Context: an optimization exercise on an open-source flow, tuned for small area, a short achievable clock period and few clock cycles. The choices shown serve that exercise and are no tape-out recipe.
Only simulation tests tie the RTL to the original design; equivalence was not proved.

==> trial 75 <==
## ex_stage
module ex_stage #(
    parameter int XLEN = 64,
    parameter int MD_W = 32
) (
    input  logic            clk,
    input  logic            reset,
    input  logic            Ex_valid_in,
    input  logic [1:0]      Ex_op_in,
    input  logic [2:0]      Ex_op2_in,
    input  logic [5:0]      Ex_op3_in,
    input  logic [4:0]      Ex_regD_in,
    input  logic [XLEN-1:0] Ex_rs1_in,
    input  logic [XLEN-1:0] Ex_rs2_in,
    input  logic [31:0]     Ex_valD_in,
    input  logic            mem_ready,
    output logic            ex_ready,
    output logic [XLEN-1:0] Ex_alures_out,
    output logic [4:0]      Ex_regD_out,
    output logic [1:0]      Ex_op_out,
    output logic [2:0]      Ex_op2_out,
    output logic [5:0]      Ex_op3_out,
    output logic [31:0]     Ex_valD_out,
    output logic            Ex_divzero_out
);
Settings: LEC_CHECK=0, ABC_CLOCK_PERIOD_IN_PS=3500, CAP_MARGIN=20, CORE_MARGIN=2, CORE_UTILIZATION=40, PLACE_DENSITY=0.6, SETUP_SLACK_MARGIN=2.0, SLEW_MARGIN=20; clock period 5.7 ns.
run.sh (not shown) runs the stock make flow with config.mk's settings and CLKGATE_MAP_FILE= SYNTH_SCRIPT=/design/flow/synth_recipe.tcl, a recipe that flattens the netlist after the stock synthesis.
==> inputs of build 22, as changes to trial 75 <==
--- a/flow/design.v
+++ b/flow/design.v
@@ -125,18 +125,21 @@
         qalign = t[2] ? v : t[1] ? {v[23:0], 8'd0} : t[0] ? {v[15:0], 16'd0} : {v[7:0], 24'd0};
     endfunction
     logic [2:0] ta_in, tb_in;
     logic       swp;
     assign ta_in = nchunks(Ex_rs1_in[31:0], d_sgn);
     assign tb_in = nchunks(Ex_rs2_in[31:0], d_sgn);
     assign swp   = |(tb_in & ~ta_in);
     logic [5:0] lza_in, lzb_in, lza, lzb;
-    assign lza_in = clz32((d_sgn & Ex_rs1_in[31]) ? ~Ex_rs1_in[31:0] : Ex_rs1_in[31:0]);
-    assign lzb_in = clz32((d_sgn & Ex_rs2_in[31]) ? ~Ex_rs2_in[31:0] : Ex_rs2_in[31:0]);
+    logic       sx_in, sy_in;
+    assign sx_in  = d_sgn & Ex_rs1_in[31];
+    assign sy_in  = d_sgn & Ex_rs2_in[31];
+    assign lza_in = clz32(Ex_rs1_in[31:0] ^ {32{sx_in}});
+    assign lzb_in = clz32(Ex_rs2_in[31:0] ^ {32{sy_in}});
     logic [31:0] m_in, q_al;
     logic [2:0]  t_in;
     logic        d_mul;
     logic [63:0] a0_in;
     assign d_mul = d_md && !d_div;
     assign m_in  = swp ? Ex_rs2_in[31:0] : Ex_rs1_in[31:0];
     assign q_al  = swp ? qalign(Ex_rs1_in[31:0], ta_in) : qalign(Ex_rs2_in[31:0], tb_in);
     assign t_in  = swp ? ta_in : tb_in;
@@ -170,55 +173,50 @@
                                          input logic [63:0] z);
         logic [63:0] s, c;
         s = x ^ y ^ z;
         c = ((x & y) | (x & z) | (y & z)) << 1;
         csa = {s, c};
     endfunction
     always_comb begin
         logic [63:0] a1, b1, a2, b2, a3, b3, a4, b4;
-        {a1, b1} = csa(rows[0], rows[1], rows[2]);
-        {a2, b2} = csa(rows[3], s_in, c_in);
-        {a3, b3} = csa(a1, b1, a2);
-        {a4, b4} = csa(a3, b3, b2);
+        {a1, b1} = csa(rows[0], rows[1], s_in);
+        {a2, b2} = csa(rows[2], rows[3], c_in);
+        {a3, b3} = csa(a1, b1, b2);
+        {a4, b4} = csa(a3, b3, a2);
         s_out = a4;
         c_out = b4;
     end
-    logic [31:0] dx, dy, magx, magy;
-    logic        negx, negy;
+    logic [31:0] magx, magy;
     logic [6:0]  tdiv;
     logic [5:0]  skip, skip_c;
     logic        qzero, dzero, big;
-    assign dx    = ir_a[31:0];
-    assign dy    = ir_b[31:0];
-    assign negx  = sgn & dx[31];
-    assign negy  = sgn & dy[31];
-    ks_add #(32) u_negx (.a(dx ^ {32{negx}}), .b(32'd0), .cin(negx), .s(magx), .cout());
-    ks_add #(32) u_negy (.a(dy ^ {32{negy}}), .b(32'd0), .cin(negy), .s(magy), .cout());
+    assign magx  = sum[31:0];
+    assign magy  = sum[63:32];
     ks_add #(7) u_tdiv (.a({1'b0, lza}), .b({1'b0, ~lzb}), .cin(!nxa), .s(tdiv), .cout());
     ks_add #(6) u_skip (.a(tdiv[5:0]), .b(~6'd33), .cin(1'b1), .s(skip), .cout());
-    assign dzero  = (dy == 32'd0);
+    assign dzero  = (ir_b[63:32] == 32'd0) && !ir_a[32];
     assign qzero  = tdiv[6] && (tdiv[5:0] != 6'd0);
     assign big    = !tdiv[6] && (tdiv[5:0] < 6'd33);
     assign skip_c = big ? 6'd0 : skip;
     logic [32:0] rsh, df;
     logic [31:0] dvs, nrem, ndq;
     logic        ge;
     assign dvs  = ir_b[63:32];
     assign rsh  = {ir_a[63:32], ir_a[31]};
     ks_add #(33) u_dsub (.a(rsh), .b(~{1'b0, dvs}), .cin(1'b1), .s(df), .cout(ge));
     assign nrem = ge ? df[31:0] : rsh[31:0];
     assign ndq  = {ir_a[30:0], ge};
     logic last;
-    assign last = (st == S_DIT) ? (cnt == 6'd31) : (cnt == 6'd1);
+    assign last = (st == S_DIT) ? (cnt == 6'd31) : (cnt == 6'd0);
     always_comb begin
         st_nx = st;
         case (st)
             S_MIT: if (last) st_nx = S_FIN;
-            S_DS1: st_nx = S_DS2;
+            S_DS1: st_nx = qzero ? S_FIN : S_DS2;   
             S_DS2: st_nx = (dz || dqz) ? S_FIN : S_DIT;
             S_DIT: if (last) st_nx = S_FIN;
             default: ;
         endcase
     end
     always_ff @(posedge clk or negedge reset) begin
         if (!reset) begin
             ir_v  <= 1'b0;
@@ -226,90 +224,101 @@
         end else begin
             if (acc)      ir_v <= 1'b1;
             else if (ret) ir_v <= 1'b0;
             if (acc)      rdy_q <= !d_md;
             else if (ret) rdy_q <= 1'b1;
             else          rdy_q <= !ir_v || (st_nx == S_ALU) || (st_nx == S_FIN);
         end
     end
+    logic [63:0] cap_a, cap_b, ir_a_nx, ir_b_nx;
+    logic        e_mit, e_ds1, e_ds2, e_dit;
+    assign cap_a = d_mul ? a0_in : d_md ? {31'd0, sy_in, Ex_rs1_in[31:0] ^ {32{sx_in}}} :
+                   d_sll ? rev64(Ex_rs1_in) : Ex_rs1_in;
+    assign cap_b = d_mul ? 64'd0 : d_md ? {Ex_rs2_in[31:0] ^ {32{sy_in}}, 32'd0} :
+                   d_sub ? ~Ex_rs2_in : Ex_rs2_in;
+    assign e_mit = !acc && (st == S_MIT);
+    assign e_ds1 = !acc && (st == S_DS1);
+    assign e_ds2 = !acc && (st == S_DS2) && !(dz || dqz);
+    assign e_dit = !acc && (st == S_DIT) && !last;
+    always_comb begin
+        logic [63:0] base_a, base_b;
+        if (acc)                                    base_a = cap_a;
+        else if (st == S_DS2 || st == S_DIT)        base_a = {64{st == S_DS2 && dz}};
+        else                                        base_a = ir_a;
+        if (acc)                                    base_b = cap_b;
+        else if (st == S_DS2 && (dz || dqz))        base_b = 64'd0;
+        else if (st == S_DIT && last)               base_b = dneg ? ~{32'd0, ndq} : {32'd0, ndq};
+        else                                        base_b = ir_b;
+        ir_a_nx = e_mit ? s_out : e_ds1 ? rev64({32'd0, magx}) : e_ds2 ? shres :
+                  e_dit ? {nrem, ndq} : base_a;
+        ir_b_nx = e_mit ? c_out : e_ds1 ? {magy, 26'd0, skip_c} : base_b;
+    end
+    always_ff @(posedge clk) begin
+        ir_a <= ir_a_nx;
+        ir_b <= ir_b_nx;
+    end
     always_ff @(posedge clk) begin
         if (acc) begin
             ir_op  <= Ex_op_in;
             ir_op2 <= Ex_op2_in;
             ir_op3 <= Ex_op3_in;
             ir_rd  <= Ex_regD_in;
             ir_vd  <= Ex_valD_in;
-            ir_a   <= d_mul ? a0_in : d_sll ? rev64(Ex_rs1_in) : Ex_rs1_in;
             lza    <= lza_in;
             lzb    <= lzb_in;
-            nxa    <= d_sgn & Ex_rs1_in[31];
-            ir_b   <= d_mul ? 64'd0 : d_sub ? ~Ex_rs2_in : Ex_rs2_in;
+            nxa    <= sx_in;
+            dneg   <= sx_in ^ sy_in;
             st     <= d_md ? (d_div ? S_DS1 : S_MIT) : S_ALU;
             s_add  <= d_add;
-            s_sub  <= d_sub;
+            s_sub  <= d_sub | (d_md & sx_in);
             s_and  <= d_and;
             s_or   <= d_or;
             s_xor  <= d_xor;
             s_sh   <= d_sh;
             s_sll  <= d_sll;
             s_sra  <= d_sra;
             s_pb   <= d_pb;
             m_reg  <= m_in;
             q_reg  <= q_al;
-            cnt    <= {3'd0, 3'd1 + {2'd0, t_in[2]} + {2'd0, t_in[1]} + {2'd0, t_in[0]}};
+            cnt    <= {4'd0, t_in[1], t_in[2] ^ t_in[1] ^ t_in[0]};
             mfirst <= 1'b1;
             sgn    <= d_sgn;
             dz     <= 1'b0;
         end else begin
             st <= st_nx;
             case (st)
                 S_MIT: begin
-                    ir_a   <= s_out;
-                    ir_b   <= c_out;
                     q_reg  <= {q_reg[23:0], 8'd0};
                     mfirst <= 1'b0;
                     cnt    <= cnt - 6'd1;
                     if (last) begin
                         s_add <= 1'b1;
                         s_sub <= 1'b0; s_and <= 1'b0; s_or <= 1'b0; s_xor <= 1'b0;
                         s_sh  <= 1'b0; s_pb  <= 1'b0;
                     end
                 end
                 S_DS1: begin
-                    dneg  <= negx ^ negy;
                     dz    <= dzero;
                     dqz   <= qzero;
                     cnt   <= skip_c;
-                    ir_a  <= {rev64({32'd0, magx})};
-                    ir_b  <= {magy, 26'd0, skip_c};
                     s_add <= 1'b0; s_sub <= 1'b0; s_and <= 1'b0; s_or <= 1'b0;
                     s_xor <= 1'b0; s_pb  <= 1'b0; s_sra <= 1'b0;
-                    s_sh  <= 1'b1; s_sll <= 1'b1;
+                    s_sh  <= !qzero; s_sll <= !qzero;
                 end
                 S_DS2: begin
                     s_sh  <= 1'b0;
                     s_sll <= 1'b0;
-                    if (dz || dqz) begin
-                        ir_a  <= {64{dz}};
-                        ir_b  <= '0;
-                        s_add <= 1'b1;
-                    end else begin
-                        ir_a  <= shres;
-                    end
+                    if (dz || dqz) s_add <= 1'b1;
                 end
                 S_DIT: begin
                     cnt <= cnt + 6'd1;
                     if (last) begin
-                        ir_a  <= '0;
-                        ir_b  <= dneg ? ~{32'd0, ndq} : {32'd0, ndq};
                         s_add <= !dneg;
                         s_sub <= dneg;
-                    end else begin
-                        ir_a  <= {nrem, ndq};
                     end
                 end
                 default: ;
             endcase
         end
     end
     always_ff @(posedge clk or negedge reset) begin
         if (!reset) begin
Settings changed: ABC_CLOCK_PERIOD_IN_PS 3500 to not set, CAP_MARGIN 20 to 0, CORE_UTILIZATION 40 to 50, PLACE_DENSITY 0.6 to 0.7, SLEW_MARGIN 20 to 0.
==> inputs of build 77, as changes to trial 75 <==
--- a/flow/design.v
+++ b/flow/design.v
@@ -125,18 +125,21 @@
         qalign = t[2] ? v : t[1] ? {v[23:0], 8'd0} : t[0] ? {v[15:0], 16'd0} : {v[7:0], 24'd0};
     endfunction
     logic [2:0] ta_in, tb_in;
     logic       swp;
     assign ta_in = nchunks(Ex_rs1_in[31:0], d_sgn);
     assign tb_in = nchunks(Ex_rs2_in[31:0], d_sgn);
     assign swp   = |(tb_in & ~ta_in);
     logic [5:0] lza_in, lzb_in, lza, lzb;
-    assign lza_in = clz32((d_sgn & Ex_rs1_in[31]) ? ~Ex_rs1_in[31:0] : Ex_rs1_in[31:0]);
-    assign lzb_in = clz32((d_sgn & Ex_rs2_in[31]) ? ~Ex_rs2_in[31:0] : Ex_rs2_in[31:0]);
+    logic       sx_in, sy_in;
+    assign sx_in  = d_sgn & Ex_rs1_in[31];
+    assign sy_in  = d_sgn & Ex_rs2_in[31];
+    assign lza_in = clz32(Ex_rs1_in[31:0] ^ {32{sx_in}});
+    assign lzb_in = clz32(Ex_rs2_in[31:0] ^ {32{sy_in}});
     logic [31:0] m_in, q_al;
     logic [2:0]  t_in;
     logic        d_mul;
     logic [63:0] a0_in;
     assign d_mul = d_md && !d_div;
     assign m_in  = swp ? Ex_rs2_in[31:0] : Ex_rs1_in[31:0];
     assign q_al  = swp ? qalign(Ex_rs1_in[31:0], ta_in) : qalign(Ex_rs2_in[31:0], tb_in);
     assign t_in  = swp ? ta_in : tb_in;
@@ -170,55 +173,50 @@
                                          input logic [63:0] z);
         logic [63:0] s, c;
         s = x ^ y ^ z;
         c = ((x & y) | (x & z) | (y & z)) << 1;
         csa = {s, c};
     endfunction
     always_comb begin
         logic [63:0] a1, b1, a2, b2, a3, b3, a4, b4;
-        {a1, b1} = csa(rows[0], rows[1], rows[2]);
-        {a2, b2} = csa(rows[3], s_in, c_in);
-        {a3, b3} = csa(a1, b1, a2);
-        {a4, b4} = csa(a3, b3, b2);
+        {a1, b1} = csa(rows[0], rows[1], s_in);
+        {a2, b2} = csa(rows[2], rows[3], c_in);
+        {a3, b3} = csa(a1, b1, b2);
+        {a4, b4} = csa(a3, b3, a2);
         s_out = a4;
         c_out = b4;
     end
-    logic [31:0] dx, dy, magx, magy;
-    logic        negx, negy;
+    logic [31:0] magx, magy;
     logic [6:0]  tdiv;
     logic [5:0]  skip, skip_c;
     logic        qzero, dzero, big;
-    assign dx    = ir_a[31:0];
-    assign dy    = ir_b[31:0];
-    assign negx  = sgn & dx[31];
-    assign negy  = sgn & dy[31];
-    ks_add #(32) u_negx (.a(dx ^ {32{negx}}), .b(32'd0), .cin(negx), .s(magx), .cout());
-    ks_add #(32) u_negy (.a(dy ^ {32{negy}}), .b(32'd0), .cin(negy), .s(magy), .cout());
+    assign magx  = sum[31:0];
+    assign magy  = sum[63:32];
     ks_add #(7) u_tdiv (.a({1'b0, lza}), .b({1'b0, ~lzb}), .cin(!nxa), .s(tdiv), .cout());
     ks_add #(6) u_skip (.a(tdiv[5:0]), .b(~6'd33), .cin(1'b1), .s(skip), .cout());
-    assign dzero  = (dy == 32'd0);
+    assign dzero  = (ir_b[63:32] == 32'd0) && !ir_a[32];
     assign qzero  = tdiv[6] && (tdiv[5:0] != 6'd0);
     assign big    = !tdiv[6] && (tdiv[5:0] < 6'd33);
     assign skip_c = big ? 6'd0 : skip;
     logic [32:0] rsh, df;
     logic [31:0] dvs, nrem, ndq;
     logic        ge;
     assign dvs  = ir_b[63:32];
     assign rsh  = {ir_a[63:32], ir_a[31]};
     ks_add #(33) u_dsub (.a(rsh), .b(~{1'b0, dvs}), .cin(1'b1), .s(df), .cout(ge));
     assign nrem = ge ? df[31:0] : rsh[31:0];
     assign ndq  = {ir_a[30:0], ge};
     logic last;
-    assign last = (st == S_DIT) ? (cnt == 6'd31) : (cnt == 6'd1);
+    assign last = (st == S_DIT) ? (cnt == 6'd31) : (cnt == 6'd0);
     always_comb begin
         st_nx = st;
         case (st)
             S_MIT: if (last) st_nx = S_FIN;
-            S_DS1: st_nx = S_DS2;
+            S_DS1: st_nx = qzero ? S_FIN : S_DS2;   
             S_DS2: st_nx = (dz || dqz) ? S_FIN : S_DIT;
             S_DIT: if (last) st_nx = S_FIN;
             default: ;
         endcase
     end
     always_ff @(posedge clk or negedge reset) begin
         if (!reset) begin
             ir_v  <= 1'b0;
@@ -226,90 +224,101 @@
         end else begin
             if (acc)      ir_v <= 1'b1;
             else if (ret) ir_v <= 1'b0;
             if (acc)      rdy_q <= !d_md;
             else if (ret) rdy_q <= 1'b1;
             else          rdy_q <= !ir_v || (st_nx == S_ALU) || (st_nx == S_FIN);
         end
     end
+    logic [63:0] cap_a, cap_b, ir_a_nx, ir_b_nx;
+    logic        e_mit, e_ds1, e_ds2, e_dit;
+    assign cap_a = d_mul ? a0_in : d_md ? {31'd0, sy_in, Ex_rs1_in[31:0] ^ {32{sx_in}}} :
+                   d_sll ? rev64(Ex_rs1_in) : Ex_rs1_in;
+    assign cap_b = d_mul ? 64'd0 : d_md ? {Ex_rs2_in[31:0] ^ {32{sy_in}}, 32'd0} :
+                   d_sub ? ~Ex_rs2_in : Ex_rs2_in;
+    assign e_mit = !acc && (st == S_MIT);
+    assign e_ds1 = !acc && (st == S_DS1);
+    assign e_ds2 = !acc && (st == S_DS2) && !(dz || dqz);
+    assign e_dit = !acc && (st == S_DIT) && !last;
+    always_comb begin
+        logic [63:0] base_a, base_b;
+        if (acc)                                    base_a = cap_a;
+        else if (st == S_DS2 || st == S_DIT)        base_a = {64{st == S_DS2 && dz}};
+        else                                        base_a = ir_a;
+        if (acc)                                    base_b = cap_b;
+        else if (st == S_DS2 && (dz || dqz))        base_b = 64'd0;
+        else if (st == S_DIT && last)               base_b = dneg ? ~{32'd0, ndq} : {32'd0, ndq};
+        else                                        base_b = ir_b;
+        ir_a_nx = e_mit ? s_out : e_ds1 ? rev64({32'd0, magx}) : e_ds2 ? shres :
+                  e_dit ? {nrem, ndq} : base_a;
+        ir_b_nx = e_mit ? c_out : e_ds1 ? {magy, 26'd0, skip_c} : base_b;
+    end
+    always_ff @(posedge clk) begin
+        ir_a <= ir_a_nx;
+        ir_b <= ir_b_nx;
+    end
     always_ff @(posedge clk) begin
         if (acc) begin
             ir_op  <= Ex_op_in;
             ir_op2 <= Ex_op2_in;
             ir_op3 <= Ex_op3_in;
             ir_rd  <= Ex_regD_in;
             ir_vd  <= Ex_valD_in;
-            ir_a   <= d_mul ? a0_in : d_sll ? rev64(Ex_rs1_in) : Ex_rs1_in;
             lza    <= lza_in;
             lzb    <= lzb_in;
-            nxa    <= d_sgn & Ex_rs1_in[31];
-            ir_b   <= d_mul ? 64'd0 : d_sub ? ~Ex_rs2_in : Ex_rs2_in;
+            nxa    <= sx_in;
+            dneg   <= sx_in ^ sy_in;
             st     <= d_md ? (d_div ? S_DS1 : S_MIT) : S_ALU;
             s_add  <= d_add;
-            s_sub  <= d_sub;
+            s_sub  <= d_sub | (d_md & sx_in);
             s_and  <= d_and;
             s_or   <= d_or;
             s_xor  <= d_xor;
             s_sh   <= d_sh;
             s_sll  <= d_sll;
             s_sra  <= d_sra;
             s_pb   <= d_pb;
             m_reg  <= m_in;
             q_reg  <= q_al;
-            cnt    <= {3'd0, 3'd1 + {2'd0, t_in[2]} + {2'd0, t_in[1]} + {2'd0, t_in[0]}};
+            cnt    <= {4'd0, t_in[1], t_in[2] ^ t_in[1] ^ t_in[0]};
             mfirst <= 1'b1;
             sgn    <= d_sgn;
             dz     <= 1'b0;
         end else begin
             st <= st_nx;
             case (st)
                 S_MIT: begin
-                    ir_a   <= s_out;
-                    ir_b   <= c_out;
                     q_reg  <= {q_reg[23:0], 8'd0};
                     mfirst <= 1'b0;
                     cnt    <= cnt - 6'd1;
                     if (last) begin
                         s_add <= 1'b1;
                         s_sub <= 1'b0; s_and <= 1'b0; s_or <= 1'b0; s_xor <= 1'b0;
                         s_sh  <= 1'b0; s_pb  <= 1'b0;
                     end
                 end
                 S_DS1: begin
-                    dneg  <= negx ^ negy;
                     dz    <= dzero;
                     dqz   <= qzero;
                     cnt   <= skip_c;
-                    ir_a  <= {rev64({32'd0, magx})};
-                    ir_b  <= {magy, 26'd0, skip_c};
                     s_add <= 1'b0; s_sub <= 1'b0; s_and <= 1'b0; s_or <= 1'b0;
                     s_xor <= 1'b0; s_pb  <= 1'b0; s_sra <= 1'b0;
-                    s_sh  <= 1'b1; s_sll <= 1'b1;
+                    s_sh  <= !qzero; s_sll <= !qzero;
                 end
                 S_DS2: begin
                     s_sh  <= 1'b0;
                     s_sll <= 1'b0;
-                    if (dz || dqz) begin
-                        ir_a  <= {64{dz}};
-                        ir_b  <= '0;
-                        s_add <= 1'b1;
-                    end else begin
-                        ir_a  <= shres;
-                    end
+                    if (dz || dqz) s_add <= 1'b1;
                 end
                 S_DIT: begin
                     cnt <= cnt + 6'd1;
                     if (last) begin
-                        ir_a  <= '0;
-                        ir_b  <= dneg ? ~{32'd0, ndq} : {32'd0, ndq};
                         s_add <= !dneg;
                         s_sub <= dneg;
-                    end else begin
-                        ir_a  <= {nrem, ndq};
                     end
                 end
                 default: ;
             endcase
         end
     end
     always_ff @(posedge clk or negedge reset) begin
         if (!reset) begin
Settings changed: ABC_CLOCK_PERIOD_IN_PS 3500 to not set.
==> flow_summary_export.csv <==
group,metric,value,unit
cells_and_area,multi_input_area,35000,um^2
outcome,outcome,"timing/DRC/antenna clean",
setup_path,worstSetupEndpoint,"ir_a[36]$_DFFE_PP_",
synthesis,syn_nets,6490,
cells_and_area,multi_input_area_share,58.8,%
routing,initialDrtViolationCount,9103,
grt,use_met1,58.8,%
# the run above: trial 75

==> flow_summary_export.csv <==
group,metric,value,unit
outcome,outcome,"finished with violations",
outcome,check.faults,"capacitance limit, slew limit",
routing,initialDrtViolationCount,10300,
sta,slew_viol_final,2,
setup_path,worstSetupEndpoint,"ir_a[12]$_DFFE_PP_",
cells_and_area,multi_input_area,32700,um^2
flow_run,cap_viol_max_count,1,
cells_and_area,multi_input_area_share,58.6,%
# the run above: build 22

==> flow_summary_export.csv <==
group,metric,value,unit
routing,initialDrtViolationCount,8295,
setup_path,worstSetupEndpoint,"ir_a[29]$_DFFE_PP_",
cells_and_area,multi_input_area,33200,um^2
cells_and_area,multi_input_area_share,58.0,%
outcome,outcome,"timing/DRC/antenna clean",
grt,use_met1,56.3,%
# the run above: build 77

Testbench counts of trial 75, summed over its fixed seeds: cycles 24,589.
Testbench counts of build 22, summed over its fixed seeds: cycles 24,332.
Testbench counts of build 77, summed over its fixed seeds: cycles 24,332.

static timing again, ports no longer ideal:
How much do the figures lean on ideal ports? The routed layouts below were timed once more, with nothing changed but the port constraints.
Step 1 (the two cells are an assumption about what drives the block):
set clk [get_ports {clk}]
set_driving_cell -lib_cell sky130_fd_sc_hd__clkbuf_16 $clk
set_driving_cell -lib_cell sky130_fd_sc_hd__buf_2 [delete_from_list [all_inputs] $clk]
Step 2 times the ports against the registers' clock, not the clock port: input delays grow and output delays shrink by t, the midpoint of the rising clock arrivals with the driver on.
Three values: ideal ports, drivers, drivers and shift; two values: the first two.
| run | t (ns) | setup slack, ns | latest minus earliest clock arrival (ns) | pins driven straight from the clock port |
|---|---|---|---|---|
| trial 75 | 0.749 | 1.752 / 1.752 / 1.321 | 0.045 / 0.044 | 1 |
| build 22 | 0.715 | 1.833 / 1.833 / 1.233 | 0.054 / 0.054 | 1 |
| build 77 | 0.769 | 1.720 / 1.720 / 1.105 | 0.053 / 0.054 | 1 |
For build 77, which loses most, drivers alone change the setup slack by 0.000 ns; drivers and shift together by -0.615 ns.
